Background: an optimization exercise with open tools, aiming at small area, a short achievable clock period and few clock cycles per item. Do not read the settings as production practice. At most, simulation tests tie the RTL to the original design; equivalence was not proved. The RTL of runs 2, 5 and 6 was laid out without a check of its function. Power and IR drop assume default switching activity.

===== design.v =====
`timescale 1ns/1ps
`default_nettype none
module env_step_top (
    input  wire         i_clk,
    input  wire         i_rstn,
    input  wire  [31:0] i_mem_rdata,
    output logic [5:0]  o_mem_addr,
    output logic [31:0] o_mem_wdata,
    output logic        o_mem_we
);
    localparam logic [5:0] ACT_ADDR  = 6'd16;
    localparam logic [5:0] FLAG_ADDR = 6'd17;
    localparam logic [5:0] OBS_ADDR  = 6'd18;
    localparam logic [5:0] RWD_ADDR  = 6'd34;
    localparam logic [5:0] DONE_ADDR = 6'd35;
    localparam logic [3:0] S_POLLA0  = 4'd7;  
    localparam logic [3:0] S_POLLF   = 4'd1;  
    localparam logic [3:0] S_POLLA   = 4'd2;  
    localparam logic [3:0] S_LOAD    = 4'd3;  
    localparam logic [3:0] S_WRITE   = 4'd4;  
    localparam logic [3:0] S_RWD     = 4'd5;
    localparam logic [3:0] S_DONE    = 4'd6;
    localparam logic [3:0] S_CLEAR   = 4'd0;
    localparam logic [3:0] S_RA      = 4'd8;   
    localparam logic [3:0] S_RB      = 4'd9;   
    localparam logic [3:0] S_RESTART = 4'd10;  
    logic [31:0] ring [16];
    logic [15:0] pv;        
    logic [31:0] w;         
    logic [15:0] ad;        
    logic [15:0] oh;        
    logic [15:0] oh_nxt;    
    logic        act_q;     
    logic        w_step_q;  
    logic        verify_q;  
    logic [3:0]  ph;
    logic [3:0]  st;
    logic [3:0]  cnt;
    logic        loaded;    
    logic        ins;       
    logic [5:0]  addr_q;
    logic        we_q;
    assign o_mem_addr  = addr_q;
    assign o_mem_wdata = w;
    assign o_mem_we    = we_q;
    function automatic logic [15:0] step16(input logic [15:0] x, input logic a);
        logic [15:0] y;
        y = x ^ {16{~a}};
        for (int i = 0; i < 16; i++) step16[i] = y[i] ^ (&(y | ~((16'd1 << i) - 16'd1))) ^ ~a;
    endfunction
    logic [15:0]        vel_n, pos_n;
    logic signed [15:0] wpos;
    logic               wdone;
    logic               flag_set, reload, mismatch, keep, load_ad;
    logic [15:0]        ad_n;
    logic [31:0]        rwd_word, w_other;
    always_comb begin
        for (int i = 0; i < 16; i++) oh[i]     = (ph == 4'(i));
        for (int i = 0; i < 16; i++) oh_nxt[i] = (ph == 4'((i + 15) % 16));
    end
    assign vel_n = step16(ring[0][15:0], act_q);
    assign pos_n = step16(pv, act_q);
    assign wpos  = w[31:16];
    assign wdone = (wpos > 16'sd1000) || (wpos < -16'sd1000);
    assign flag_set = (i_mem_rdata != '0);
    assign reload   = (i_mem_rdata == 32'd2) || !loaded;
    assign mismatch = verify_q && (i_mem_rdata[15:0] != ad);
    assign keep     = (st == S_WRITE) && !mismatch;  
    assign load_ad  = (st == S_POLLF) || (st == S_LOAD && cnt == 4'd0) || (st == S_RB);
    always_comb begin
        ad_n = ad;
        for (int i = 0; i < 16; i++) begin
            if (st == S_WRITE && oh[(i + 1) % 16]) ad_n[i] = wdone;
        end
    end
    always_comb begin
        rwd_word = '0;
        for (int i = 0; i < 16; i++) rwd_word[2*i] = ~ad_n[i];
    end
    always_comb begin
        if (st == S_WRITE)    w_other = rwd_word;
        else if (st == S_RWD) w_other = {16'd0, ad};
        else                  w_other = '0;
    end
    always_ff @(posedge i_clk) begin
        for (int j = 0; j < 16; j++) ring[j] <= ring[(j + 1) % 16];
        if (ins)  ring[1]  <= i_mem_rdata;
        if (keep) ring[14] <= w;
        pv <= ring[1][31:16] + ring[1][15:0];
        if (load_ad) ad <= i_mem_rdata[15:0];
        else         ad <= ad_n;
        act_q <= |(oh_nxt & (load_ad ? i_mem_rdata[15:0] : ad));
        if (w_step_q) w <= {pos_n, vel_n};
        else          w <= w_other;
    end
    logic [3:0] st_n;
    logic [3:0] cnt_n;
    logic [5:0] addr_n;
    logic       we_n;
    always_comb begin
        st_n   = st;
        cnt_n  = cnt + 4'd1;
        addr_n = ACT_ADDR;
        we_n   = 1'b0;
        case (st)
            S_POLLA0: begin
                st_n   = S_POLLF;
                addr_n = FLAG_ADDR;
            end
            S_POLLF: begin
                st_n   = S_POLLA;
                addr_n = ACT_ADDR;
            end
            S_POLLA: begin
                if (!flag_set) begin
                    st_n   = S_POLLF;
                    addr_n = FLAG_ADDR;
                end else if (reload) begin
                    st_n   = S_LOAD;
                    cnt_n  = '0;
                    addr_n = {2'b00, ph + 4'd4};
                end else begin
                    st_n   = S_WRITE;
                    cnt_n  = '0;
                    addr_n = OBS_ADDR + {2'b00, ph};
                    we_n   = 1'b1;
                end
            end
            S_LOAD: begin
                addr_n = {2'b00, ph + 4'd4};
                if (cnt == 4'd15) begin
                    st_n   = S_WRITE;
                    addr_n = OBS_ADDR + {2'b00, ph};
                    we_n   = 1'b1;
                end
            end
            S_RA: begin
                st_n = S_RB;
            end
            S_RB: begin
                st_n = S_RESTART;
            end
            S_RESTART: begin
                st_n   = S_WRITE;
                cnt_n  = '0;
                addr_n = OBS_ADDR + {2'b00, ph};
                we_n   = 1'b1;
            end
            S_WRITE: begin
                addr_n = OBS_ADDR + {2'b00, ph};
                we_n   = 1'b1;
                if (mismatch) begin
                    st_n   = S_RA;
                    addr_n = ACT_ADDR;
                    we_n   = 1'b0;
                end else if (cnt == 4'd15) begin
                    st_n   = S_RWD;
                    addr_n = RWD_ADDR;
                end
            end
            S_RWD: begin
                st_n   = S_DONE;
                addr_n = DONE_ADDR;
                we_n   = 1'b1;
            end
            S_DONE: begin
                st_n   = S_CLEAR;
                addr_n = FLAG_ADDR;
                we_n   = 1'b1;
            end
            default: begin  
                st_n   = S_POLLA0;
                addr_n = ACT_ADDR;
            end
        endcase
    end
    always_ff @(posedge i_clk) begin
        cnt      <= cnt_n;
        addr_q   <= addr_n;
        ins      <= (st == S_LOAD);
        verify_q <= (st == S_POLLA) && flag_set && !reload;
        w_step_q <= !((st == S_WRITE && cnt >= 4'd14) || st == S_RWD);
    end
    always_ff @(posedge i_clk or negedge i_rstn) begin
        if (!i_rstn) begin
            st     <= S_CLEAR;
            ph     <= '0;
            loaded <= 1'b0;
            we_q   <= 1'b0;
        end else begin
            st   <= st_n;
            ph   <= ph + 4'd1;
            we_q <= we_n;
            if (st == S_LOAD && cnt == 4'd15) loaded <= 1'b1;
        end
    end
endmodule
`default_nettype wire

===== run.sh =====
#!/bin/bash
# synth_recipe.tcl (not shown) runs the flow's synth.tcl, then flattens the netlist and writes it again
# the make line also repeats each setting of config.mk as NAME=value (left out here)
make -C /OpenROAD-flow-scripts/flow DESIGN_CONFIG=/design/flow/config.mk WORK_HOME=/design/flow/orfs CLKGATE_MAP_FILE= SYNTH_SCRIPT=/design/flow/synth_recipe.tcl finish

===== config.mk =====
export PLATFORM = sky130hd
export DESIGN_NAME = env_step_top
export DESIGN_NICKNAME = env_step_top
export VERILOG_FILES = /design/flow/design.v
export SDC_FILE = /design/flow/constraint.sdc
export NUM_CORES = 4
export LEC_CHECK = 0
export ABC_AREA = 1
export CAP_MARGIN = 20
export CORE_MARGIN = 2
export CORE_UTILIZATION = 40
export CTS_CLUSTER_DIAMETER = 80
export CTS_CLUSTER_SIZE = 30
export SETUP_SLACK_MARGIN = 2.6
export SLEW_MARGIN = 20

===== constraint.sdc =====
create_clock -name core_clock -period 4.5 [get_ports {i_clk}]
set_input_delay 0.9000 -clock core_clock [delete_from_list [all_inputs] [get_ports {i_clk}]]
set_output_delay 0.9000 -clock core_clock [all_outputs]
set_load 0.01 [all_outputs]

==> impl_metrics.json, run 1 <==
{
  "synth_fa_ha_area_share_pct": 2.70,
  "worstHoldEndpoint": "ring[2][16]$_DFF_P_",
  "syn2layout_area_growth_pct": 19.0,
  "final_util_pct": 48.2,
  "hold_viol": 0,
  "switching_power_w": 0.00417,
  "ys_seq_elements": 600,
  "r2r-end": "w[8]$_DFF_P_",
  "worst_skew_pair.late_latency_ns": 0.59,
  "grt_usage_pct": 16.6,
  "pwr_density_cell_mw_per_mm2": 717,
  "place_ws_ns": 1.14,
  "intPower_w": 0.0103,
  "fp.dieW_um": 210,
  "fillers": 3877,
  "grt_util_met3_pct": 2.41,
  "period_share_pct": 44.8,
  "layout_commonest_cell": "dfxtp_1",
  "synth.area.mux_share_pct": 0.796,
  "grt_first_pass_wirelength_um": 56000,
  "syn-cell-area_mm2": 0.0170,
  "drt_pass1_iterations": 6,
  "synth_nets": 1657,
  "drive_above_1_share_pct": 19.2,
  "drt_iter0_markers": 722,
  "setup_viol": 0,
  "r2r_slack_ns": 2.53,
  "numCtsBuffers": 26,
  "dp_hpwl_um": 24800,
  "critical_path_arrival_ns": 1.12,
  "slowest_stage": "dfrtp_1",
  "status": "complete, no violations",
  "grt_start_max_net_pins": 32,
  "layout_common_cells": "dfxtp_1 (540), nand2_1 (321), inv_1 (104)",
  "cp.required_ns": 3.60,
  "cts_root_buf": "clkbuf_16",
  "grt_pass1_vias": 9871,
  "cp_cell_sequence": "buf_2",
  "cp_num_buf_inv": 1,
  "die_area_mm2": 0.0441,
  "path_clk_slew_ns": 0.10,
  "netSwitchingFraction_pct": 28.8,
  "clock_power_share_pct": 19.1,
  "cp_top_family": "flip-flops",
  "synth_xor_area_share_pct": 1.70,
  "seq_area_frac_synth_pct": 71.6,
  "slew_violations": 0,
  "gp_congestion": 0.871,
  "wl_per_cell_um": 16.2,
  "rr_worst_depth": 12,
  "min_path_cells": 0,
  "synth_top_family_by_area": "simple AND/OR/NAND/NOR gates",
  "synth_enable_flop_cells": 8,
  "worst_pin_slew_ns": 0.673,
  "met2_usage_pct": 25.9,
  "p_leak_nw": 9.20,
  "cts_sinks": 600,
  "yosysTopAreaCellShare_pct": 68.7,
  "maxCapViolCount": 0,
  "final.min_clock_period_ns": 2.02,
  "pin_count": 73,
  "die_y_um": 210,
  "htree_num_levels": 1,
  "tns_ns": 0,
  "cp-end-kind": "output port",
  "grtUsageMet1_pct": 24.0,
  "drt-total-wl_um": 36800,
  "yosysTopAreaCell": "dfxtp_1",
  "r2r_start": "act_q$_DFF_P_",
  "start_kind": "flip-flop",
  "syn_avg_cell_area_um2": 10.7,
  "coreArea_mm2": 0.0419,
  "top_usage_layer": "met2",
  "ys_warn_count": 2,
  "initial_utilization_pct": 40.5,
  "crit_fanout": 1,
  "power.ir.vdd_worst_mv": 0.358,
  "fin_skew_ns": 0.0208,
  "post_synth_num_cell_types": 45,
  "antenna_left": 0,
  "num_vias": 10600,
  "power_frac_comb_pct": 19.5,
  "numPortBuffers": 72,
  "clockBufferDepth": 3,
  "min_from": "ring[3][16]$_DFF_P_",
  "cts_tree": "yes",
  "relSlewSlack_pct": 55.1,
  "overflow": 0,
  "synth_top_flop_cell": "dfxtp_1",
  "rsz0062_at_grt": "true",
  "synth-async-reset-ratio_pct": 1.67,
  "drc": 0,
  "fin_nets": 1792,
  "min_path_type": "reg2reg",
  "seq_power_share_pct": 61.3,
  "maxClockFrequency_ghz": 0.496,
  "viasPerCell": 4.65,
  "worstSetupPathType": "reg2out",
  "fin_ws_ns": 2.48,
  "num_rows": 75,
  "synth_compound_area_share_pct": 5.04,
  "crit_start": "we_q$_DFF_PN0_",
  "cpPeakStageDelay_ns": 0.40,
  "syn_inst": 1587,
  "synth_area_leaders": "dfxtp_1 (69%), nand2_1 (7.7%), inv_1 (2.8%)",
  "synth-simple-area-share_pct": 14.3,
  "antenna_found_initial": 2
}
==> what timing repair did <==
action                     4_1_cts  5_1_grt
hold buffers                     0        0
pin swaps                       21       56
setup endpoints to repair      142      116
gates resized for setup        335      126
buffers inserted                28       26
gates cloned                     4        3
==> routing by layer <==
| layer | share of wire [%] | routed length, µm |
|---|---|---|
| met1 | 49 | 17900 |
| met4 | 2.6 | 971 |
| met5 | 0.033 | 12 |
| met3 | 4.7 | 1730 |
| met2 | 44 | 16100 |
==> worst register-to-register path, cell delays in order, from the launching register on <==
cell,delay [ns]
dfxtp_4,0.40
buf_12,0.15
inv_12,0.08
nand2_4,0.05
o21ai_2,0.13
nand2_2,0.09
nor2_4,0.13
nand2_2,0.09
nor2_4,0.15
ha_4,0.22
xnor2_2,0.12
a22oi_1,0.17
nand2_1,0.08
==> power groups by stage <==
stage                     sequential, W  clock (W)  combinational, W
after floorplan                 0.00853          0           0.00163
after global placement          0.00890          0           0.00239
after detailed placement        0.00894          0           0.00243
after CTS                       0.00892    0.00286           0.00266
after global routing            0.00916    0.00305           0.00317
final                           0.00889    0.00277           0.00283
==> logic make-up after synthesis <==
group           after synthesis
mux                          12
buf+inv                     164
xor+xnor                     33
flops                       600
compound gates              157
simple gates                585
fa+ha+maj                    36
==> synthesized netlist by cell type, drive strengths merged, types with 2 or more instances <==
master / count
a21boi: 2
a21o: 2
a21oi: 62
a22oi: 3
buf: 16
clkbuf: 16
dfrtp: 10
dfxtp: 582
edfxtp: 8
ha: 35
inv: 132
mux2: 12
nand2: 351
nand3: 86
nand3b: 2
nand4: 11
nor2: 124
nor3: 8
o21a: 2
o21ai: 73
o21bai: 7
o31ai: 2
xnor2: 18
xor2: 15
==> metrics by stage <==
step / area, µm² / total power, W / std cells / hold WS (ns)
3_5_place_dp: 18300 / 0.0114 / 2172 / 0.312
6_report: 20200 / 0.0145 / 2272 / 0.325
2_1_floorplan: 17000 / 0.0102 / 1587 / 0.310
3_3_place_gp: 18300 / 0.0113 / 2172 / 0.310
5_1_grt: 20200 / 0.0154 / 2272 / 0.331
4_1_cts: 19600 / 0.0144 / 2242 / 0.328
==> area by class of cell <==
cell class / count / area, µm² / area share (%)
Clock buffer: 29 / 672 / 3.33
Timing Repair Buffer: 137 / 1350 / 6.69
Sequential cell: 600 / 12200 / 60.5
Inverter: 132 / 543 / 2.69
Timing Repair inverter: 1 / 7.51 / 0.0372
Tap cell: 539 / 674 / 3.34
Multi-Input combinational cell: 824 / 4590 / 22.7
Clock inverter: 9 / 126 / 0.626
Antenna cell: 1 / 2.50 / 0.0124
==> worst max-delay path by stage <==
stage	cells after the start	slack, ns	endpoint
6_report	1	2.48	o_mem_we
3_3_place_gp	13	1.23	ring[14][21]$_DFF_P_
3_5_place_dp	13	1.14	ring[14][11]$_DFF_P_
2_1_floorplan	13	2.59	ring[14][17]$_DFF_P_
5_1_grt	1	2.44	o_mem_we
4_1_cts	1	2.45	o_mem_we
==> sequential cells by signal, indices dropped and copies added, names as in the netlist, named ones only <==
| signal | cells |
|---|---|
| ring | 512 |
| w | 32 |
| addr_q | 6 |
| ph | 4 |
| pv | 16 |
| act_q | 1 |
| verify_q | 1 |
| ad | 8 |
| w_step_q | 1 |
| ins | 1 |
| we_q | 1 |
| st | 4 |
| cnt | 4 |
| loaded | 1 |
Testbench counts, summed over its fixed seeds: cycles 38,280, steps 1,600.
==> run 2, diff against run 1 <==
--- a/design.v
+++ b/design.v
@@ -25,7 +25,6 @@
     localparam logic [3:0] S_RB      = 4'd9;   
     localparam logic [3:0] S_RESTART = 4'd10;  
     logic [31:0] ring [16];
-    logic [15:0] pv;        
     logic [31:0] w;         
     logic [15:0] ad;        
     logic [15:0] oh;        
@@ -58,8 +57,12 @@
         for (int i = 0; i < 16; i++) oh[i]     = (ph == 4'(i));
         for (int i = 0; i < 16; i++) oh_nxt[i] = (ph == 4'((i + 15) % 16));
     end
+    logic [15:0] c3, s3, cy3;
+    assign c3    = {{15{~act_q}}, 1'b1};
+    assign s3    = ring[0][31:16] ^ ring[0][15:0] ^ c3;
+    assign cy3   = (ring[0][31:16] & ring[0][15:0]) | (ring[0][31:16] & c3) | (ring[0][15:0] & c3);
     assign vel_n = step16(ring[0][15:0], act_q);
-    assign pos_n = step16(pv, act_q);
+    assign pos_n = s3 + {cy3[14:0], 1'b0};
     assign wpos  = w[31:16];
     assign wdone = (wpos > 16'sd1000) || (wpos < -16'sd1000);
     assign flag_set = (i_mem_rdata != '0);
@@ -86,7 +89,6 @@
         for (int j = 0; j < 16; j++) ring[j] <= ring[(j + 1) % 16];
         if (ins)  ring[1]  <= i_mem_rdata;
         if (keep) ring[14] <= w;
-        pv <= ring[1][31:16] + ring[1][15:0];
         if (load_ad) ad <= i_mem_rdata[15:0];
         else         ad <= ad_n;
         act_q <= |(oh_nxt & (load_ad ? i_mem_rdata[15:0] : ad));
==> run 2 against run 1 <==
  * Synthesized cell count increased by 1.8%
  * Largest power group unchanged
  * Global-route usage increased by 0.91 points
  * Largest cell class unchanged
  * Utilization increased by 1.8 points
  * Critical path depth increased by 12
  * Setup slack got worse by 0.32 ns
  * Worst hold slack got worse by 0.0038 ns
  * Power increased by 15%
  * Sequential share of layout area decreased by 3.8 points
  * Maximum frequency decreased by 14%
  * Area after synthesis decreased by 0.11%
  * First-iteration DRC count increased by 6.0%
==> impl_metrics.json, run 2 <==
{
  "start_kind": "flip-flop",
  "numCtsBuffers": 24,
  "grt_pass1_vias": 10300,
  "yosysTopAreaCell": "dfxtp_1",
  "cp.required_ns": 4.98,
  "grt_start_max_net_pins": 32,
  "ys_warn_count": 2,
  "worst_skew_pair.late_latency_ns": 0.59,
  "pin_count": 73,
  "seq_area_frac_synth_pct": 69.3,
  "cp_cell_sequence": "buf_4 > fa_1 > inv_2 > ha_4 > fa_2 > nand3_2 > nand2_4 > nand3_2 > nand2_2 > nand3_2 > nand3_1 > nand2_1 > nor2_1",
  "path_clk_slew_ns": 0.11,
  "numPortBuffers": 72,
  "final.min_clock_period_ns": 2.34,
  "synth_area_leaders": "dfxtp_1 (68%), nand2_1 (8.5%), inv_1 (3.8%)",
  "synthTopCellsByCount": "dfxtp_1 (574), nand2_1 (382), inv_1 (170)",
  "r2r_slack_ns": 2.16,
  "largest_reg_flops": 512,
  "cp_top_family": "adder cells",
  "cpMostUsedCell": "nand3_2",
  "hold_viol": 0,
  "coreArea_mm2": 0.0419,
  "num_rows": 75,
  "worstHoldEndpoint": "ring[0][10]$_DFF_P_",
  "gp_congestion": 0.854,
  "htree_num_levels": 1,
  "r2r_start": "act_q$_DFF_P_",
  "layout_commonest_cell": "dfxtp_1",
  "worst_pin_slew_ns": 0.607,
  "power.total_w": 0.0167,
  "antenna_found_initial": 0,
  "min_path_cells": 0,
  "final_cells": 2326,
  "drt-total-wl_um": 39600,
  "rsz0062_at_grt": "true",
  "diodes": 0,
  "synth_enable_flop_cells": 0,
  "num_vias": 10800,
  "ys_seq_elements": 584,
  "maxCapViolCount": 0,
  "hold_buffers": 0,
  "drt_iter0_markers": 765,
  "drc": 0,
  "largest-register": "ring",
  "drive_above_1_share_pct": 24.8,
  "dp_hpwl_um": 25900,
  "syn-cell-area_mm2": 0.0170,
  "min_path_type": "reg2reg",
  "wl_per_cell_um": 17.0,
  "setup_viol": 0,
  "overflow": 0,
  "cp_num_buf_inv": 2,
  "maxClockFrequency_ghz": 0.428,
  "grt_usage_pct": 17.5,
  "placed_area_mm2": 0.0185,
  "top_regs": "ring: 512 flops, w: 32 flops, ad: 16 flops",
  "cp-end-kind": "flip-flop",
  "min_from": "ring[1][10]$_DFF_P_",
  "drt_pass1_iterations": 6,
  "fin_nets": 1876,
  "rr_worst_depth": 13,
  "syn_inst": 1616,
  "synth_top_flop_cell": "dfxtp_1",
  "synth_nets": 1711,
  "pwr_density_cell_mw_per_mm2": 798,
  "die_y_um": 210,
  "initial_utilization_pct": 40.5,
  "fillers": 3721,
  "critical_path_arrival_ns": 2.82,
  "crit_fanout": 6,
  "status": "complete, no violations",
  "power.ir.vdd_worst_mv": 0.469,
  "period_share_pct": 51.9,
  "grt_first_pass_wirelength_um": 58600,
  "place_inst": 2201,
  "clockBufferDepth": 3,
  "syn_avg_cell_area_um2": 10.5,
  "tns_ns": 0,
  "cts_tree": "yes",
  "syn2layout_area_growth_pct": 23.4,
  "layout_common_cells": "dfxtp_1 (513), nand2_1 (349), inv_1 (148)",
  "r2r-end": "w[31]$_SDFF_PN0_",
  "relSlewSlack_pct": 59.4,
  "synth-async-reset-ratio_pct": 1.71,
  "cpPeakStageDelay_ns": 0.49,
  "slowest_stage": "fa_1",
  "worstSetupPathType": "reg2reg",
  "cts_root_buf": "clkbuf_16",
  "antenna_left": 0,
  "fin_skew_ns": 0.0269,
  "final_cell_area_mm2": 0.0209,
  "post_synth_num_cell_types": 42,
  "yosysTopAreaCellShare_pct": 67.8,
  "fp.dieW_um": 210,
  "synth_most_common_cell": "dfxtp_1",
  "final_util_pct": 50.0,
  "slew_violations": 0,
  "cts_sinks": 584,
  "p_leak_nw": 9.58,
  "viasPerCell": 4.63,
  "die_area_mm2": 0.0440
}
## run 2: through the flow
step / hold slack, ns / worst slack (ns)
2_1_floorplan: 0.309 / 2.04
3_3_place_gp: 0.309 / 0.999
3_5_place_dp: 0.312 / 0.952
4_1_cts: 0.329 / 2.26
5_1_grt: 0.323 / 2.08
6_report: 0.321 / 2.16
## run 2: kinds of logic (layout without fill, tap and decap cells)
family,Yosys count,in the layout,synth area share [%]
AOI/OAI and AO/OA,135,135,4.22
xor gates and xnor gates,16,16,0.908
adders and majority gates,61,61,5.17
buffers and inverters,205,368,4.94
DFF,584,584,69.3
muxes,14,14,0.930
and+or+nand+nor,601,609,14.6
## run 2: routing by layer
metal	part of all wire, %	track usage [%]	wire length [µm]
met1	48	25.7	19100
met2	45	27.7	17700
met3	5.2	2.47	2060
met4	1.9	3.37	749
met5	0	0	0
## run 2: final cells by class
type                       count  area [µm²]  share of cell area, %
sequential                   584       11900                   56.7
clock inverter                 6        68.8                  0.329
inverter                     176         733                   3.51
tap                          539         674                   3.23
multi-input combinational    835        5410                   25.9
timing repair buffer         157        1520                   7.25
clock buffer                  26         618                   2.96
timing repair inverter         3        28.8                  0.138
## run 2: worst max path at each step
stage                          startpoint                 to  slack (ns)  cells after the start
after floorplan             act_q$_DFF_P_       w[8]$_DFF_P_        2.04                     14
after detailed placement  i_mem_rdata[11]  addr_q[1]$_DFF_P_        0.95                     13
final                       act_q$_DFF_P_   w[31]$_SDFF_PN0_        2.16                     13
after global placement    i_mem_rdata[11]  addr_q[1]$_DFF_P_         1.0                     13
after CTS                   act_q$_DFF_P_      w[26]$_DFF_P_        2.26                     11
after global routing        act_q$_DFF_P_   w[31]$_SDFF_PN0_        2.08                     13
## run 2: report_power, final
| part | switching (W) | internal, W | total (W) |
|---|---|---|---|
| clock | 0.00154 | 0.00102 | 0.00256 |
| sequential | 0.000863 | 0.00743 | 0.00829 |
| combinational | 0.00314 | 0.00271 | 0.00584 |
| total | 0.00554 | 0.0112 | 0.0167 |
## run 2: timing repair
item                                    4_1_cts  5_1_grt
setup buffers                                58       23
endpoints found under the setup margin      135      126
gates cloned                                  8        4
gates resized for setup                     399      145
pin swaps                                    55       42
## run 2: worst register-to-register path, stage by stage, from the launching register on
cell     delay, ns
dfxtp_4       0.41
buf_4         0.16
fa_1          0.49
inv_2         0.05
ha_4          0.17
fa_2          0.36
nand3_2       0.10
nand2_4       0.08
nand3_2       0.08
nand2_2       0.07
nand3_2       0.10
nand3_1       0.07
nand2_1       0.07
nor2_1        0.04
==> run 3, diff against run 2 <==
--- a/design.v
+++ b/design.v
@@ -25,6 +25,7 @@
     localparam logic [3:0] S_RB      = 4'd9;   
     localparam logic [3:0] S_RESTART = 4'd10;  
     logic [31:0] ring [16];
+    logic [15:0] pv;        
     logic [31:0] w;         
     logic [15:0] ad;        
     logic [15:0] oh;        
@@ -57,12 +58,8 @@
         for (int i = 0; i < 16; i++) oh[i]     = (ph == 4'(i));
         for (int i = 0; i < 16; i++) oh_nxt[i] = (ph == 4'((i + 15) % 16));
     end
-    logic [15:0] c3, s3, cy3;
-    assign c3    = {{15{~act_q}}, 1'b1};
-    assign s3    = ring[0][31:16] ^ ring[0][15:0] ^ c3;
-    assign cy3   = (ring[0][31:16] & ring[0][15:0]) | (ring[0][31:16] & c3) | (ring[0][15:0] & c3);
     assign vel_n = step16(ring[0][15:0], act_q);
-    assign pos_n = s3 + {cy3[14:0], 1'b0};
+    assign pos_n = step16(pv, act_q);
     assign wpos  = w[31:16];
     assign wdone = (wpos > 16'sd1000) || (wpos < -16'sd1000);
     assign flag_set = (i_mem_rdata != '0);
@@ -89,6 +86,7 @@
         for (int j = 0; j < 16; j++) ring[j] <= ring[(j + 1) % 16];
         if (ins)  ring[1]  <= i_mem_rdata;
         if (keep) ring[14] <= w;
+        pv <= ring[1][31:16] + ring[1][15:0];
         if (load_ad) ad <= i_mem_rdata[15:0];
         else         ad <= ad_n;
         act_q <= |(oh_nxt & (load_ad ? i_mem_rdata[15:0] : ad));
==> flow/run.sh (new file) <==
#!/bin/bash
# Standard ORFS synthesis and layout; only ABC's mapping script differs: a
# delay-targeted mapping (flow/abc_delay.script) instead of ORFS's speed script.
# Registers, their names and cell types are those of the standard synthesis.
set -euo pipefail
here=$PWD
{
  head -1 synth_recipe.tcl
  cat <<'TCL'
proc abc {args} {
  set i [lsearch -exact $args -script]
  if { $i >= 0 } { lset args [expr {$i + 1}] $::env(FLOW_ABC_SCRIPT) }
  yosys abc {*}$args
}
TCL
  tail -n +2 synth_recipe.tcl
} > my_synth.tcl
bash standard.sh SYNTH_SCRIPT=$here/my_synth.tcl FLOW_ABC_SCRIPT=$here/flow/abc_delay.script synth > synth.log 2>&1
bash standard.sh finish > layout.log 2>&1
==> flow/abc_delay.script (new file) <==
&get -n
&st
&dch
&nf -D 1500
&put
buffer -c
topo
stime -c
upsize -c -D 1500
dnsize -c -D 1500
==> standard.sh (new file) <==
#!/bin/bash
# synth_recipe.tcl (not shown) runs the flow's synth.tcl, then flattens the netlist and writes it again
# the make line also repeats each setting of config.mk as NAME=value (left out here)
make -C /OpenROAD-flow-scripts/flow DESIGN_CONFIG=/design/flow/config.mk WORK_HOME=/design/flow/orfs CLKGATE_MAP_FILE= SYNTH_SCRIPT=/design/flow/synth_recipe.tcl "${@:-finish}"
--- a/config.mk
+++ b/config.mk
@@ -5,11 +5,10 @@
 export SDC_FILE = /design/flow/constraint.sdc
 export NUM_CORES = 4
 export LEC_CHECK = 0
-export ABC_AREA = 1
 export CAP_MARGIN = 20
 export CORE_MARGIN = 2
 export CORE_UTILIZATION = 40
 export CTS_CLUSTER_DIAMETER = 80
 export CTS_CLUSTER_SIZE = 30
-export SETUP_SLACK_MARGIN = 2.6
+export SETUP_SLACK_MARGIN = 3.0
 export SLEW_MARGIN = 20
removed: run.sh
==> run 3 against run 2 <==
  * Routed wire length decreased by 7.1%
  * Clock power rose by about 10%
  * Power decreased by 35%
  * Setup slack better by 0.19 ns
  * Clock-buffer cell count increased by 4
  * Sequential power down 19%
  * First-iteration DRC count is 32% lower
  * Critical path depth shrank 5
  * Worst hold slack barely moved
  * Critical path type is now in2reg
  * Largest cell class unchanged
  * Highest routed layer is now met5
==> impl_metrics.json, run 3 <==
{
  "cts_root_buf": "clkbuf_16",
  "die_y_um": 208,
  "synth_nets": 1292,
  "wl_per_cell_um": 18.6,
  "coreArea_mm2": 0.0409,
  "top_regs": "ring: 512 flops, w: 32 flops, pv: 16 flops",
  "synth_top_flop_cell": "dfxtp_1",
  "grt_start_max_net_pins": 33,
  "relSlewSlack_pct": 59.3,
  "tns_ns": 0,
  "min_path_type": "reg2reg",
  "cp_top_family": "simple AND/OR/NAND/NOR gates",
  "critical_path_arrival_ns": 2.61,
  "fin_nets": 1504,
  "drive_above_1_share_pct": 38.4,
  "path_clk_slew_ns": 0.11,
  "syn-cell-area_mm2": 0.0166,
  "rsz0062_at_grt": "true",
  "numPortBuffers": 72,
  "largest-register": "ring",
  "ys_seq_elements": 600,
  "syn_avg_cell_area_um2": 13.6,
  "cp_num_cells": 8,
  "worst_pin_slew_ns": 0.611,
  "syn2layout_area_growth_pct": 29.9,
  "synth.area.mux_share_pct": 5.91,
  "start_kind": "primary input",
  "post_synth_num_cell_types": 68,
  "htree_num_levels": 1,
  "p_leak_nw": 8.82,
  "maxCapViolCount": 0,
  "final_cells": 1974,
  "worstSetupPathType": "in2reg",
  "fin_skew_ns": 0.0171,
  "antenna_found_initial": 3,
  "whs_ns": 0.321,
  "synthTopCellsByCount": "dfxtp_1 (582), nand2_1 (90), a21oi_1 (43)",
  "synth_compound_area_share_pct": 6.18,
  "synth-async-reset-ratio_pct": 1.67,
  "clockBufferDepth": 3,
  "viasPerCell": 4.79,
  "yosysTopAreaCell": "dfxtp_1",
  "synth_fa_ha_area_share_pct": 2.75,
  "die_area_mm2": 0.0432,
  "diodes": 0,
  "overflow": 0,
  "cp_cell_sequence": "clkdlybuf4s15_2 > nor4_4 > nand4_1 > buf_6 > o21a_4 > nand2_4 > nor2_1 > or4b_1",
  "period_share_pct": 47.7,
  "crit_fanout": 3,
  "yosysTopAreaCellShare_pct": 70.1,
  "min_path_cells": 0,
  "ys_warn_count": 2,
  "rr_worst_depth": 8,
  "synth_xor_area_share_pct": 3.48,
  "met2_usage_pct": 26.9,
  "numCtsBuffers": 26,
  "power.total_w": 0.0108,
  "cpPeakStageDelay_ns": 0.45,
  "synth_enable_flop_cells": 8,
  "slowest_stage": "or4b_1",
  "drt-total-wl_um": 36800,
  "cp.required_ns": 4.96,
  "syn_inst": 1222,
  "synth_most_common_cell": "dfxtp_1",
  "cp-end-kind": "flip-flop",
  "cts_sinks": 600,
  "largest_reg_flops": 512,
  "power.ir.vdd_worst_mv": 0.346,
  "maxClockFrequency_ghz": 0.466,
  "fp.dieW_um": 208,
  "drt_iter0_markers": 524,
  "num_vias": 9448,
  "final.min_clock_period_ns": 2.15,
  "worst_skew_pair.late_latency_ns": 0.58,
  "num_rows": 74,
  "hold_buffers": 0,
  "synth_area_leaders": "dfxtp_1 (70%), ha_1 (2.6%), mux2_2 (2.5%)",
  "pin_count": 73,
  "drt_pass1_iterations": 5,
  "top_usage_layer": "met2",
  "hold_viol": 0,
  "setup_viol": 0,
  "cts_tree": "yes",
  "gp_congestion": 0.856,
  "grt_usage_pct": 16.7,
  "synth-simple-area-share_pct": 7.16,
  "grt_pass1_vias": 9201,
  "final_util_pct": 52.8,
  "layout_common_cells": "dfxtp_1 (527), buf_6 (84), buf_4 (76)",
  "seq_area_frac_synth_pct": 73.0,
  "cp_num_buf_inv": 2,
  "dp_hpwl_um": 22900,
  "grt_util_met3_pct": 2.43,
  "pwr_density_cell_mw_per_mm2": 499,
  "grt_first_pass_wirelength_um": 55600,
  "initial_utilization_pct": 40.6,
  "status": "complete, no violations",
  "drc": 0,
  "place_inst": 1796,
  "synth_top_family_by_area": "simple AND/OR/NAND/NOR gates",
  "grtUsageMet1_pct": 23.3,
  "layout_commonest_cell": "dfxtp_1",
  "slew_violations": 0,
  "antenna_left": 0
}
==> run 3: cell types whose count changed in the layout (fill, tap and decap cells not counted), moves of 15 or more <==
cell	change
nand2_1	-276
mux2_4	+27
xor2_1	+26
nand3_1	-39
nor2_2	-19
o21ai_1	-16
mux2_2	+23
buf_6	+35
inv_1	-134
nor2_1	-60
buf_2	+18
inv_2	-18
buf_4	+15
==> run 3: kinds of logic after synthesis <==
family / Yosys count
and+or+nand+nor: 236
muxes: 80
AOI/OAI and AO/OA: 156
DFF: 600
xor gates and xnor gates: 66
adders and majority gates: 36
buffers and inverters: 48
==> run 3: per-layer routing <==
metal | wire (µm) | part of all wire [%]
met1 | 17100 | 47
met2 | 16900 | 46
met3 | 1700 | 4.6
met5 | 28 | 0.076
met4 | 1100 | 3.0
==> run 3: report_power, final <==
| part | switching, W | internal (W) | total [W] |
|---|---|---|---|
| clock network | 0.00163 | 0.00119 | 0.00282 |
| registers | 0.000340 | 0.00635 | 0.00669 |
| logic | 0.000569 | 0.000712 | 0.00128 |
| total | 0.00254 | 0.00825 | 0.0108 |
==> run 3: worst reg2reg max path, stage by stage (launching register included) <==
cell and delay (ns):
dfxtp_4 0.36, buf_6 0.12, a2111oi_4 0.39, a211oi_2 0.14, a31oi_4 0.22, buf_12 0.18, buf_8 0.12, nand4_1 0.12
a221o_1 0.32
==> run 3: stage by stage <==
step	worst slack [ns]	area, µm²
after global placement	0.896	18200
after floorplan	2.18	17100
final	2.35	21600
after CTS	2.39	20800
after detailed placement	0.868	18200
after global routing	2.28	21600
==> run 3: area by class of cell <==
type / instances / area (µm²)
clock inverters: 6 / 105
inverters: 16 / 65.1
clock buffers: 30 / 718
flip-flops and latches: 600 / 12300
fillers: 3431 / 19300
repair buffers: 213 / 2150
multi-input cells: 577 / 5630
well taps: 532 / 666
==> run 3: final timing paths <==
path,startpoint,end,slack (ns)
hold reg to reg,ring[14][12]$_DFF_P_,ring[13][12]$_DFF_P_,0.32
setup reg to reg,w[19]$_SDFF_PN0_,w[12]$_DFF_P_,2.41
max in group asynchronous,i_rstn,st[3]$_DFFE_PN0P_,3.39
setup / recovery,i_mem_rdata[16],addr_q[1]$_DFF_P_,2.35
hold / removal,ring[14][12]$_DFF_P_,ring[13][12]$_DFF_P_,0.32
min in group asynchronous,i_rstn,we_q$_DFF_PN0_,0.69
==> run 3: what timing repair did <==
action	in CTS	in global routing
gates resized for setup	537	130
pin swaps	87	63
cloned	7	0
hold endpoints to repair	0	0
endpoints found under the setup margin	188	154
buffers inserted	103	32
Testbench counts of run 3, summed over its fixed seeds: cycles 38,280, steps 1,600.
==> run 4, diff against run 3 <==
==> flow/abc_delay.script (replaced) <==
&get -n
&st
&dch
&nf -D 1500
&put
topo
==> run 4 against run 3 <==
  * Still clean
  * Die area fell by 2.3%
  * Synthesized cell count fell by 2.6%
  * Maximum frequency decreased by 2.3%
  * Utilization grew 1.8 points
  * Critical path depth unchanged
  * Clock-buffer cell count decreased by 1
  * Non-clock buffer count grew 15
  * Setup slack worse by 0.050 ns
  * Routed wire length up 5.6%
  * Largest cell class unchanged
  * Largest power group unchanged
==> impl_metrics.json, run 4 <==
{
  "drive_above_1_share_pct": 36.2,
  "tns_ns": 0,
  "gp_congestion": 0.883,
  "wl_per_cell_um": 19.5,
  "min_path_type": "reg2reg",
  "pwr_density_cell_mw_per_mm2": 502,
  "antenna_left": 0,
  "drt-total-wl_um": 38800,
  "cts_tree": "yes",
  "cts_root_buf": "clkbuf_16",
  "worstSetupPathType": "reg2reg",
  "cts_sinks": 600,
  "layout_commonest_cell": "dfxtp_1",
  "cp_top_family": "simple AND/OR/NAND/NOR gates",
  "status": "complete, no violations",
  "num_vias": 9805,
  "slew_violations": 0,
  "final.min_clock_period_ns": 2.20,
  "min_path_cells": 0,
  "cp-end-kind": "flip-flop",
  "syn-cell-area_mm2": 0.0162,
  "synth_top_flop_cell": "dfxtp_1",
  "period_share_pct": 48.8,
  "numPortBuffers": 72,
  "fillers": 3231,
  "overflow": 0,
  "viasPerCell": 4.93,
  "num_rows": 73,
  "worst_pin_slew_ns": 0.640,
  "relSlewSlack_pct": 57.2,
  "setup_viol": 0,
  "cp_num_buf_inv": 2,
  "fp.dieW_um": 205,
  "rsz0062_at_grt": "true",
  "seq_area_frac_synth_pct": 74.8,
  "synth_nets": 1260,
  "synth_enable_flop_cells": 8,
  "syn_inst": 1190,
  "power.ir.vdd_worst_mv": 0.343,
  "power.total_w": 0.0109,
  "drc": 0,
  "yosysTopAreaCell": "dfxtp_1",
  "drt_pass1_iterations": 6,
  "critical_path_arrival_ns": 2.67,
  "cp_cell_sequence": "xnor2_1 > nand4_1 > nor3_2 > a21boi_2 > buf_4 > nand2b_4 > buf_12 > mux2_4",
  "pin_count": 73,
  "syn2layout_area_growth_pct": 34.2,
  "start_kind": "flip-flop",
  "initial_utilization_pct": 40.7,
  "hold_buffers": 0,
  "syn_avg_cell_area_um2": 13.6,
  "coreArea_mm2": 0.0399,
  "synthTopCellsByCount": "dfxtp_1 (582), nand2_1 (91), mux2_1 (64)",
  "ys_warn_count": 2,
  "top_regs": "ring: 512 flops, w: 32 flops, pv: 16 flops",
  "hold_viol": 0,
  "crit_fanout": 8,
  "die_area_mm2": 0.0422,
  "largest_reg_flops": 512,
  "numCtsBuffers": 27,
  "rr_worst_depth": 8,
  "fin_nets": 1522,
  "layout_common_cells": "dfxtp_1 (528), buf_4 (99), buf_6 (76)",
  "maxCapViolCount": 0,
  "post_synth_num_cell_types": 46,
  "grt_pass1_vias": 9393,
  "yosysTopAreaCellShare_pct": 71.8,
  "min_from": "ring[8][7]$_DFF_P_",
  "path_clk_slew_ns": 0.10,
  "dp_hpwl_um": 22500,
  "maxClockFrequency_ghz": 0.455,
  "cp.required_ns": 4.97,
  "worst_skew_pair.late_latency_ns": 0.59,
  "slowest_stage": "edfxtp_1",
  "htree_num_levels": 1,
  "synth_most_common_cell": "dfxtp_1",
  "p_leak_nw": 8.91,
  "clockBufferDepth": 3,
  "cpPeakStageDelay_ns": 0.50,
  "largest-register": "ring",
  "fin_skew_ns": 0.0232,
  "grt_start_max_net_pins": 33,
  "r2r_slack_ns": 2.30,
  "synth_area_leaders": "dfxtp_1 (72%), mux2_1 (4.4%), ha_1 (2.7%)",
  "worstHoldEndpoint": "ring[7][7]$_DFF_P_",
  "ys_seq_elements": 600,
  "r2r-end": "ring[14][18]$_DFF_P_",
  "drt_iter0_markers": 755,
  "synth-async-reset-ratio_pct": 1.67,
  "grt_first_pass_wirelength_um": 56500,
  "antenna_found_initial": 1,
  "grt_usage_pct": 17.9,
  "die_y_um": 205
}
[run 4: power breakdown]
group          total (W)  switching (W)  internal (W)
logic            0.00129       0.000587      0.000704
clock network    0.00296        0.00168       0.00128
registers        0.00669       0.000340       0.00635
total             0.0109        0.00260       0.00833
[run 4: how the worst max path moves through the flow]
| stage | to | startpoint | cells after the start | slack, ns |
|---|---|---|---|---|
| 6_report | ring[14][18]$_DFF_P_ | flip-flop | 8 | 2.30 |
| 5_1_grt | ring[14][26]$_DFF_P_ | flip-flop | 8 | 2.28 |
| 4_1_cts | addr_q[1]$_DFF_P_ | i_mem_rdata[27] | 8 | 2.40 |
| 3_5_place_dp | ring[14][20]$_DFF_P_ | i_mem_rdata[15] | 6 | 0.80 |
| 3_3_place_gp | ring[14][30]$_DFF_P_ | i_mem_rdata[15] | 6 | 0.87 |
| 2_1_floorplan | ring[14][0]$_DFF_P_ | i_mem_rdata[15] | 5 | 2.17 |
[run 4: cell type report]
class                   count  area [µm²]  share of cell area, %
flip-flops and latches    600       12300                   56.3
multi-input cells         579        5610                   25.7
repair buffers            228        2290                   10.5
clock buffers              29         726                   3.33
well taps                 525         657                   3.01
clock inverters            10         161                  0.741
inverters                  16        68.8                  0.316
diodes                      1        2.50                 0.0115
[run 4: logic make-up after synthesis]
family,after synthesis,share of synthesized area (%)
compound gates,156,6.04
xor+xnor,66,3.56
fa+ha+maj,36,2.82
buf+inv,16,0.370
flops,600,74.8
mux,80,5.43
simple gates,236,6.98
[run 4: per-stage QoR]
step	instances	utilization [%]	hold slack, ns	setup WS [ns]	instance area [µm²]
2_1_floorplan	1190	-	0.310	2.17	16700
3_3_place_gp	1788	45.4	0.310	0.871	18100
3_5_place_dp	1788	45.4	0.312	0.796	18100
4_1_cts	1931	52.3	0.322	2.40	20900
5_1_grt	1987	54.6	0.326	2.28	21800
6_report	1988	54.6	0.321	2.30	21800
[run 4: metal layers]
layer | vias to the layer above | share of wire [%] | track usage (%)
met3 | 102 | 5.5 | 3.34
li1 | 4626 | - | -
met4 | 2 | 4.7 | 7.27
met1 | 4760 | 45 | 24.2
met5 | - | 0.033 | 0
met2 | 315 | 45 | 28.3
[run 4: timing repair]
item                       in CTS  in global routing
gates cloned                    6                  2
pin swaps                      81                 84
buffers inserted               98                 54
setup endpoints to repair     187                153
gates resized for setup       569                129
[run 4: worst reg2reg max path: stages (launching register included)]
cell and delay [ns]:
edfxtp_1 0.50, xnor2_1 0.21, nand4_1 0.23, nor3_2 0.25, a21boi_2 0.10, buf_4 0.17
nand2b_4 0.17, buf_12 0.16, mux2_4 0.30
==> run 5, diff against run 4 <==
--- a/design.v
+++ b/design.v
@@ -25,12 +25,11 @@
     localparam logic [3:0] S_RB      = 4'd9;   
     localparam logic [3:0] S_RESTART = 4'd10;  
     logic [31:0] ring [16];
-    logic [15:0] pv;        
+    logic [15:0] v1;        
     logic [31:0] w;         
     logic [15:0] ad;        
     logic [15:0] oh;        
     logic [15:0] oh_nxt;    
-    logic        act_q;     
     logic        w_step_q;  
     logic        verify_q;  
     logic [3:0]  ph;
@@ -43,30 +42,32 @@
     assign o_mem_addr  = addr_q;
     assign o_mem_wdata = w;
     assign o_mem_we    = we_q;
-    function automatic logic [15:0] step16(input logic [15:0] x, input logic a);
-        logic [15:0] y;
-        y = x ^ {16{~a}};
-        for (int i = 0; i < 16; i++) step16[i] = y[i] ^ (&(y | ~((16'd1 << i) - 16'd1))) ^ ~a;
+    function automatic logic [15:0] inc16(input logic [15:0] x);
+        for (int i = 0; i < 16; i++) inc16[i] = x[i] ^ (&(x | ~((16'd1 << i) - 16'd1)));
     endfunction
-    logic [15:0]        vel_n, pos_n;
+    function automatic logic [15:0] dec16(input logic [15:0] x);
+        for (int i = 0; i < 16; i++) dec16[i] = x[i] ^ (&(~x | ~((16'd1 << i) - 16'd1)));
+    endfunction
+    logic               act;   
+    logic [15:0]        pos_n;
     logic signed [15:0] wpos;
     logic               wdone;
-    logic               flag_set, reload, mismatch, keep, load_ad;
+    logic               flag_set, reload, mismatch, keep;
+    logic               load_ad;   
     logic [15:0]        ad_n;
     logic [31:0]        rwd_word, w_other;
     always_comb begin
         for (int i = 0; i < 16; i++) oh[i]     = (ph == 4'(i));
         for (int i = 0; i < 16; i++) oh_nxt[i] = (ph == 4'((i + 15) % 16));
     end
-    assign vel_n = step16(ring[0][15:0], act_q);
-    assign pos_n = step16(pv, act_q);
+    assign act   = load_ad ? |(oh_nxt & i_mem_rdata[15:0]) : |(oh_nxt & ad);
+    assign pos_n = ring[0][31:16] + v1;
     assign wpos  = w[31:16];
     assign wdone = (wpos > 16'sd1000) || (wpos < -16'sd1000);
     assign flag_set = (i_mem_rdata != '0);
     assign reload   = (i_mem_rdata == 32'd2) || !loaded;
     assign mismatch = verify_q && (i_mem_rdata[15:0] != ad);
     assign keep     = (st == S_WRITE) && !mismatch;  
-    assign load_ad  = (st == S_POLLF) || (st == S_LOAD && cnt == 4'd0) || (st == S_RB);
     always_comb begin
         ad_n = ad;
         for (int i = 0; i < 16; i++) begin
@@ -86,11 +87,10 @@
         for (int j = 0; j < 16; j++) ring[j] <= ring[(j + 1) % 16];
         if (ins)  ring[1]  <= i_mem_rdata;
         if (keep) ring[14] <= w;
-        pv <= ring[1][31:16] + ring[1][15:0];
+        v1 <= act ? inc16(ring[1][15:0]) : dec16(ring[1][15:0]);
         if (load_ad) ad <= i_mem_rdata[15:0];
         else         ad <= ad_n;
-        act_q <= |(oh_nxt & (load_ad ? i_mem_rdata[15:0] : ad));
-        if (w_step_q) w <= {pos_n, vel_n};
+        if (w_step_q) w <= {pos_n, v1};
         else          w <= w_other;
     end
     logic [3:0] st_n;
@@ -178,6 +178,7 @@
         cnt      <= cnt_n;
         addr_q   <= addr_n;
         ins      <= (st == S_LOAD);
+        load_ad  <= (st_n == S_POLLF) || (st_n == S_LOAD && cnt_n == 4'd0) || (st_n == S_RB);
         verify_q <= (st == S_POLLA) && flag_set && !reload;
         w_step_q <= !((st == S_WRITE && cnt >= 4'd14) || st == S_RWD);
     end
==> run.sh (new file) <==
#!/bin/bash
# synth_recipe.tcl (not shown) runs the flow's synth.tcl, then flattens the netlist and writes it again
# the make line also repeats each setting of config.mk as NAME=value (left out here)
make -C /OpenROAD-flow-scripts/flow DESIGN_CONFIG=/design/flow/config.mk WORK_HOME=/design/flow/orfs CLKGATE_MAP_FILE= SYNTH_SCRIPT=/design/flow/synth_recipe.tcl finish
removed: flow/run.sh
removed: flow/abc_delay.script
removed: standard.sh
==> run 5 against run 4 <==
  * Worst hold slack lost 0.0040 ns
  * Critical path depth up 1
  * Clock power fell by 5%
  * Largest cell class unchanged
  * Clock-buffer cell count stayed put
  * Area after synthesis down 0.43%
  * Still clean
==> impl_metrics.json, run 5 <==
{
  "status": "complete, no violations",
  "critical_path_arrival_ns": 3.12,
  "pwr_density_cell_mw_per_mm2": 669,
  "slowest_stage": "or4_4",
  "numPortBuffers": 72,
  "worst_pin_slew_ns": 0.537,
  "min_path_type": "reg2reg",
  "min_path_cells": 0,
  "yosysTopAreaCell": "dfxtp_1",
  "cts_root_buf": "clkbuf_16",
  "diodes": 0,
  "die_area_mm2": 0.0420,
  "largest-register": "ring",
  "fp.dieW_um": 205,
  "grt_usage_pct": 16.5,
  "rsz0062_at_grt": "true",
  "r2r_slack_ns": 1.90,
  "worstSetupPathType": "reg2reg",
  "grt_first_pass_wirelength_um": 52900,
  "drt_pass1_iterations": 5,
  "fin_skew_ns": 0.0334,
  "register_area_mm2": 0.0122,
  "num_vias": 9065,
  "synth-async-reset-ratio_pct": 1.67,
  "period_share_pct": 57.8,
  "setup_viol": 0,
  "tns_ns": 0,
  "largest_reg_flops": 512,
  "antenna_found_initial": 0,
  "relSlewSlack_pct": 63.9,
  "crit_fanout": 8,
  "antenna_left": 0,
  "min_from": "ring[13][1]$_DFF_P_",
  "final_cells": 1897,
  "worst_skew_pair.late_latency_ns": 0.59,
  "num_rows": 73,
  "htree_num_levels": 1,
  "place_inst": 1755,
  "drive_above_1_share_pct": 36.8,
  "multi_input_area_mm2": 0.00494,
  "initial_utilization_pct": 40.6,
  "worstHoldEndpoint": "ring[12][1]$_DFF_P_",
  "power.ir.vdd_worst_mv": 0.407,
  "grt_start_max_net_pins": 35,
  "cp_top_family": "compound AO/OA/AOI/OAI gates",
  "fillers": 3426,
  "ys_seq_elements": 600,
  "drt-total-wl_um": 35200,
  "synth_most_common_cell": "dfxtp_1",
  "p_leak_nw": 8.41,
  "dp_hpwl_um": 21300,
  "gp_congestion": 0.872,
  "path_clk_slew_ns": 0.10,
  "coreArea_mm2": 0.0398,
  "wl_per_cell_um": 18.5,
  "cp-end-kind": "flip-flop",
  "synth_nets": 1254,
  "drt_iter0_markers": 525,
  "post_synth_num_cell_types": 61,
  "die_y_um": 205,
  "cp_num_buf_inv": 1,
  "maxCapViolCount": 0,
  "top_regs": "ring: 512 flops, w: 32 flops",
  "cpPeakStageDelay_ns": 0.55,
  "synth_top_flop_cell": "dfxtp_1",
  "clockBufferDepth": 3,
  "r2r_start": "ph[2]$_DFF_PN0_",
  "hold_buffers": 0,
  "cts_sinks": 600,
  "grt_pass1_vias": 8874,
  "whs_ns": 0.317,
  "layout_commonest_cell": "dfxtp_1",
  "syn_inst": 1191,
  "start_kind": "flip-flop",
  "syn2layout_area_growth_pct": 27.6,
  "syn_avg_cell_area_um2": 13.6,
  "maxClockFrequency_ghz": 0.384,
  "cp.required_ns": 5.01,
  "fin_nets": 1425,
  "synth_enable_flop_cells": 0,
  "synthTopCellsByCount": "dfxtp_1 (590), nand2_1 (86), mux2_2 (68)",
  "slew_violations": 0,
  "hold_viol": 0,
  "numCtsBuffers": 26,
  "rr_worst_depth": 9,
  "cp_cell_sequence": "buf_6 > ha_4 > a222oi_1 > o22ai_1 > or4_4 > a21oi_4 > nand2_2 > o41ai_4 > xor2_1",
  "syn-cell-area_mm2": 0.0162,
  "power.total_w": 0.0138,
  "drc": 0,
  "synth_area_leaders": "dfxtp_1 (73%), mux2_2 (4.7%), ha_1 (2.2%)",
  "cts_tree": "yes",
  "viasPerCell": 4.78,
  "yosysTopAreaCellShare_pct": 73.1,
  "seq_area_frac_synth_pct": 74.6,
  "overflow": 0,
  "pin_count": 73,
  "layout_common_cells": "dfxtp_1 (516), nand2_1 (75), buf_6 (73)",
  "ys_warn_count": 2,
  "final_util_pct": 51.8,
  "final.min_clock_period_ns": 2.60,
  "r2r-end": "v1[12]$_DFF_P_"
}
[run 5: changes by cell type after synthesis, moves of 16 or more]
cell,previous run,this run
clkinv_1,16,0
xor2_1,40,12
clkbuf_1,0,28
mux2_2,0,68
mux2_1,64,0
inv_1,0,18
a21oi_1,43,17
[run 5: report_power, final]
| group | leakage (nW) | internal (W) | total (W) | switching, W |
|---|---|---|---|---|
| logic | 2.92 | 0.00174 | 0.00309 | 0.00136 |
| clock network | 0.401 | 0.00117 | 0.00281 | 0.00163 |
| registers | 5.09 | 0.00709 | 0.00790 | 0.000807 |
| total | 8.41 | 0.0100 | 0.0138 | 0.00380 |
[run 5: kinds of logic after synthesis]
family                   synth area share (%)
multiplexers                             6.60
AO/OA/AOI/OAI                            5.97
XOR/XNOR                                 2.49
adder cells (fa/ha/maj)                  2.29
buffers and inverters                    1.31
AND/OR/NAND/NOR                          6.71
flip-flops                               74.6
[run 5: metal layers]
layer	vias up	global-route usage [%]	part of all wire, %	routed length, µm
met4	0	5.50	3.4	1200
met5	-	0	0	0
met1	4400	23.6	48	17000
met3	70	2.45	4.4	1560
li1	4383	-	-	-
met2	212	25.7	44	15400
[run 5: how the worst max path moves through the flow]
stage | from | to | slack (ns) | cells past startpoint
after floorplan | i_mem_rdata[13] | v1[12]$_DFF_P_ | 1.91 | 7
after global placement | i_mem_rdata[28] | load_ad$_DFF_P_ | 0.84 | 8
after detailed placement | i_mem_rdata[28] | load_ad$_DFF_P_ | 0.85 | 8
after CTS | ph[3]$_DFF_PN0_ | v1[12]$_DFF_P_ | 1.92 | 8
after global routing | ph[2]$_DFF_PN0_ | v1[12]$_DFF_P_ | 1.82 | 11
final | ph[2]$_DFF_PN0_ | v1[12]$_DFF_P_ | 1.90 | 9
[run 5: metrics by stage]
step | instance area (µm²) | setup WS, ns
3_5_place_dp | 17800 | 0.854
5_1_grt | 20600 | 1.82
3_3_place_gp | 17800 | 0.836
4_1_cts | 20200 | 1.92
2_1_floorplan | 16600 | 1.91
6_report | 20600 | 1.90
[run 5: final cells by class]
type / count / share of cell area (%)
Clock buffer: 29 / 3.41
Clock inverter: 9 / 0.600
Inverter: 18 / 0.358
Multi-Input combinational cell: 537 / 24.0
Sequential cell: 600 / 59.2
Tap cell: 525 / 3.18
Timing Repair Buffer: 179 / 9.24
[run 5: what timing repair did]
| item | CTS | global route |
|---|---|---|
| resized for setup | 572 | 75 |
| setup buffers | 79 | 18 |
| endpoints found under the setup margin | 184 | 154 |
| pin swaps | 61 | 52 |
| gates cloned | 5 | 2 |
[run 5: worst reg2reg max path, cell delays in order, from the launching register on]
cell,delay (ns)
dfrtp_2,0.48
buf_6,0.14
ha_4,0.19
a222oi_1,0.26
o22ai_1,0.15
or4_4,0.55
a21oi_4,0.23
nand2_2,0.12
o41ai_4,0.23
xor2_1,0.17
==> run 6, diff against run 5 <==
--- a/config.mk
+++ b/config.mk
@@ -5,10 +5,11 @@
 export SDC_FILE = /design/flow/constraint.sdc
 export NUM_CORES = 4
 export LEC_CHECK = 0
+export ABC_AREA = 1
 export CAP_MARGIN = 20
 export CORE_MARGIN = 2
 export CORE_UTILIZATION = 40
 export CTS_CLUSTER_DIAMETER = 80
 export CTS_CLUSTER_SIZE = 30
-export SETUP_SLACK_MARGIN = 3.0
+export SETUP_SLACK_MARGIN = 2.6
 export SLEW_MARGIN = 20
==> run 6 against run 5 <==
  * Still clean
  * Routed wire length grew 4.7%
  * Power grew 0.69%
  * Non-clock buffer count shrank 25
  * Setup slack gained 0.48 ns
  * Sequential share of layout area grew 0.53 points
  * Via count grew 13%
  * Utilization shrank 2.0 points
  * Synthesized cell count grew 27%
  * Register-to-register slack gained 0.48 ns
  * Sequential power grew 4.4%
  * Maximum frequency grew 23%
  * Area after synthesis grew 2.5%
  * Highest routed layer is now met5
==> impl_metrics.json, run 6 <==
{
  "status": "complete, no violations",
  "setup_viol": 0,
  "power.ir.vdd_worst_mv": 0.368,
  "grt_usage_pct": 16.4,
  "slowest_stage": "dfrtp_2",
  "start_kind": "flip-flop",
  "drt_pass1_iterations": 5,
  "r2r_slack_ns": 2.38,
  "drive_above_1_share_pct": 24.7,
  "seq_area_frac_synth_pct": 72.8,
  "synth_top_flop_cell": "dfxtp_1",
  "yosysTopAreaCellShare_pct": 71.3,
  "layout_common_cells": "dfxtp_1 (545), nand2_1 (297), nor2_1 (79)",
  "htree_num_levels": 1,
  "period_share_pct": 47.1,
  "p_leak_nw": 9.05,
  "path_clk_slew_ns": 0.10,
  "grt_first_pass_wirelength_um": 55300,
  "relSlewSlack_pct": 54.2,
  "syn2layout_area_growth_pct": 22.9,
  "cpPeakStageDelay_ns": 0.44,
  "num_rows": 74,
  "r2r_start": "ph[2]$_DFF_PN0_",
  "fin_nets": 1734,
  "cp_cell_sequence": "inv_4 > ha_4 > buf_4 > nand3_4 > o21ai_4 > nor4_4 > nand3_4 > nand2_8 > buf_12 > nand2_2 > nand3_1 > nand2_1",
  "worst_skew_pair.late_latency_ns": 0.61,
  "tns_ns": 0,
  "cp_num_cells": 12,
  "power.total_w": 0.0139,
  "overflow": 0,
  "crit_start": "ph[2]$_DFF_PN0_",
  "endpoint": "v1[3]$_DFF_P_",
  "grt_pass1_vias": 9732,
  "numCtsBuffers": 28,
  "worst_pin_slew_ns": 0.687,
  "initial_utilization_pct": 40.6,
  "ys_seq_elements": 600,
  "ys_warn_count": 2,
  "drc": 0,
  "min_path_type": "reg2reg",
  "cp_top_family": "simple AND/OR/NAND/NOR gates",
  "synth_most_common_cell": "dfxtp_1",
  "maxClockFrequency_ghz": 0.472,
  "fp.dieW_um": 207,
  "cp.required_ns": 5.01,
  "synth_nets": 1581,
  "worstSetupPathType": "reg2reg",
  "r2r-end": "v1[3]$_DFF_P_",
  "slew_violations": 0,
  "critical_path_arrival_ns": 2.63,
  "antenna_found_initial": 2,
  "layout_commonest_cell": "dfxtp_1",
  "syn-cell-area_mm2": 0.0166,
  "synth_enable_flop_cells": 0,
  "post_synth_num_cell_types": 48,
  "numPortBuffers": 72,
  "antenna_left": 0,
  "wl_per_cell_um": 16.6,
  "grt_start_max_net_pins": 34,
  "syn_avg_cell_area_um2": 10.9,
  "cp-end-kind": "flip-flop",
  "final.min_clock_period_ns": 2.12,
  "synth_area_leaders": "dfxtp_1 (71%), nand2_1 (7.3%), nand3_1 (2.6%)",
  "maxCapViolCount": 0,
  "clockBufferDepth": 3,
  "largest-register": "ring",
  "drt-total-wl_um": 36800,
  "largest_reg_flops": 512,
  "whs_ns": 0.310,
  "pwr_density_cell_mw_per_mm2": 683,
  "synthTopCellsByCount": "dfxtp_1 (590), nand2_1 (321), nor2_1 (96)",
  "drt_iter0_markers": 760,
  "viasPerCell": 4.61,
  "syn_inst": 1518,
  "rsz0062_at_grt": "true",
  "crit_fanout": 7,
  "cts_tree": "yes",
  "die_area_mm2": 0.0431,
  "hold_viol": 0,
  "synth-async-reset-ratio_pct": 1.67,
  "gp_congestion": 0.899,
  "coreArea_mm2": 0.0408,
  "cts_sinks": 600,
  "dp_hpwl_um": 24400,
  "pin_count": 73,
  "die_y_um": 207,
  "cp_num_buf_inv": 3,
  "yosysTopAreaCell": "dfxtp_1",
  "fillers": 3595,
  "top_regs": "ring: 512 flops, w: 32 flops",
  "cts_root_buf": "clkbuf_16",
  "final_util_pct": 49.8,
  "cpMostUsedCell": "nand3_4",
  "num_vias": 10200,
  "rr_worst_depth": 12,
  "fin_skew_ns": 0.0410
}
==> run 6: cell types whose count changed in the layout (fill, tap and decap cells not counted), sizes merged, moves of 14 or more <==
cell,delta
mux2,-54
nor2,+73
nand2,+243
xnor2,-31
o21ai,+27
o31ai,+14
buf,-45
nand3,+75
mux2i,-30
inv,+98
a21oi,+25
clkbuf,+17
==> run 6: how the worst min path moves through the flow <==
stage | start | endpoint | cells after the start
after detailed placement | ring[13][11]$_DFF_P_ | ring[12][11]$_DFF_P_ | 0
final | ring[1][18]$_DFF_P_ | ring[0][18]$_DFF_P_ | 0
after global placement | ring[6][24]$_DFF_P_ | ring[5][24]$_DFF_P_ | 0
after CTS | ring[1][18]$_DFF_P_ | ring[0][18]$_DFF_P_ | 0
after global routing | ring[13][22]$_DFF_P_ | ring[12][22]$_DFF_P_ | 0
after floorplan | ring[1][16]$_DFF_P_ | ring[0][16]$_DFF_P_ | 0
==> run 6: final cells by class <==
| class | instances | area, µm² | share of cell area [%] |
|---|---|---|---|
| timing repair inverter | 1 | 6.26 | 0.0307 |
| clock inverter | 11 | 194 | 0.953 |
| timing repair buffer | 154 | 1430 | 7.03 |
| antenna | 1 | 2.50 | 0.0123 |
| clock buffer | 31 | 722 | 3.55 |
| sequential | 600 | 12200 | 59.8 |
| inverter | 110 | 455 | 2.24 |
| tap | 532 | 666 | 3.27 |
| multi-input combinational | 776 | 4710 | 23.2 |
==> run 6: cells by family after synthesis <==
group           count (synthesis)  share of synthesized area (%)
simple gates                  560                           14.2
fa+ha+maj                      29                           2.24
compound gates                163                           5.61
mux                            14                          0.952
xor+xnor                        7                          0.370
buf+inv                       145                           3.77
flops                         600                           72.8
==> run 6: what timing repair did <==
item                       CTS  global route
hold buffers                 0             0
setup buffers               54            22
gates resized for setup    391           137
setup endpoints to repair  138           133
pin swaps                   41            45
gates cloned                 3             3
==> run 6: stage by stage <==
step           cells  cell area (µm²)  setup WS [ns]
6_report        2216            20300           2.38
5_1_grt         2215            20300           2.33
3_5_place_dp    2091            17900           1.02
2_1_floorplan   1518            16700           2.53
4_1_cts         2190            19800           2.45
3_3_place_gp    2091            17900           1.07
==> run 6: power by group <==
part           internal [W]  total (W)  switching, W  leakage (nW)
Sequential          0.00735    0.00825      0.000902          5.09
Combinational       0.00125    0.00267       0.00141          3.51
Clock               0.00124    0.00298       0.00173         0.441
Total               0.00985     0.0139       0.00405          9.05
==> run 6: layer usage <==
metal / wire, µm / track usage, % / up-vias
met1: 17900 / 23.5 / 4763
met5: 13 / 0 / -
met2: 15900 / 25.2 / 244
li1: - / - / 5148
met4: 1220 / 5.44 / 2
met3: 1780 / 2.92 / 63

-- separate check: timing with driven ports --
How much do the figures lean on ideal ports? The routed layouts below were timed once more, with nothing changed but the port constraints. Step 1 assumes that a clkbuf_16 drives the clock port and a buf_2 every other input. Step 2 adds t to the input delays and takes it off the output delays; t is the mean of the earliest and latest rising clock arrival at the registers after step 1. Input paths then give back, and output paths get back, about the clock's delay inside the block. a / b / c = no drivers / after step 1 / after step 2; a / b = the first two.
| run | t, ns | slack for setup (ns) | worst setup path at the end | pins driven straight from the clock port |
|---|---|---|---|---|
| run 1 | 0.635 | 2.484 / 2.430 / 2.077 | input to register | 1 |
| run 2 | 0.630 | 2.163 / 2.163 / 2.084 | input to register | 1 |
| run 3 | 0.625 | 2.354 / 2.380 / 1.754 | input to register | 1 |
| run 4 | 0.630 | 2.304 / 2.304 / 1.712 | input to register | 1 |
| run 5 | 0.630 | 1.897 / 1.897 / 1.520 | input to register | 1 |
| run 6 | 0.645 | 2.379 / 2.379 / 2.068 | input to register | 1 |
After both steps every run listed still meets setup and hold. For run 3, which loses most, drivers alone change the setup slack by +0.026 ns; drivers and shift together by -0.600 ns.
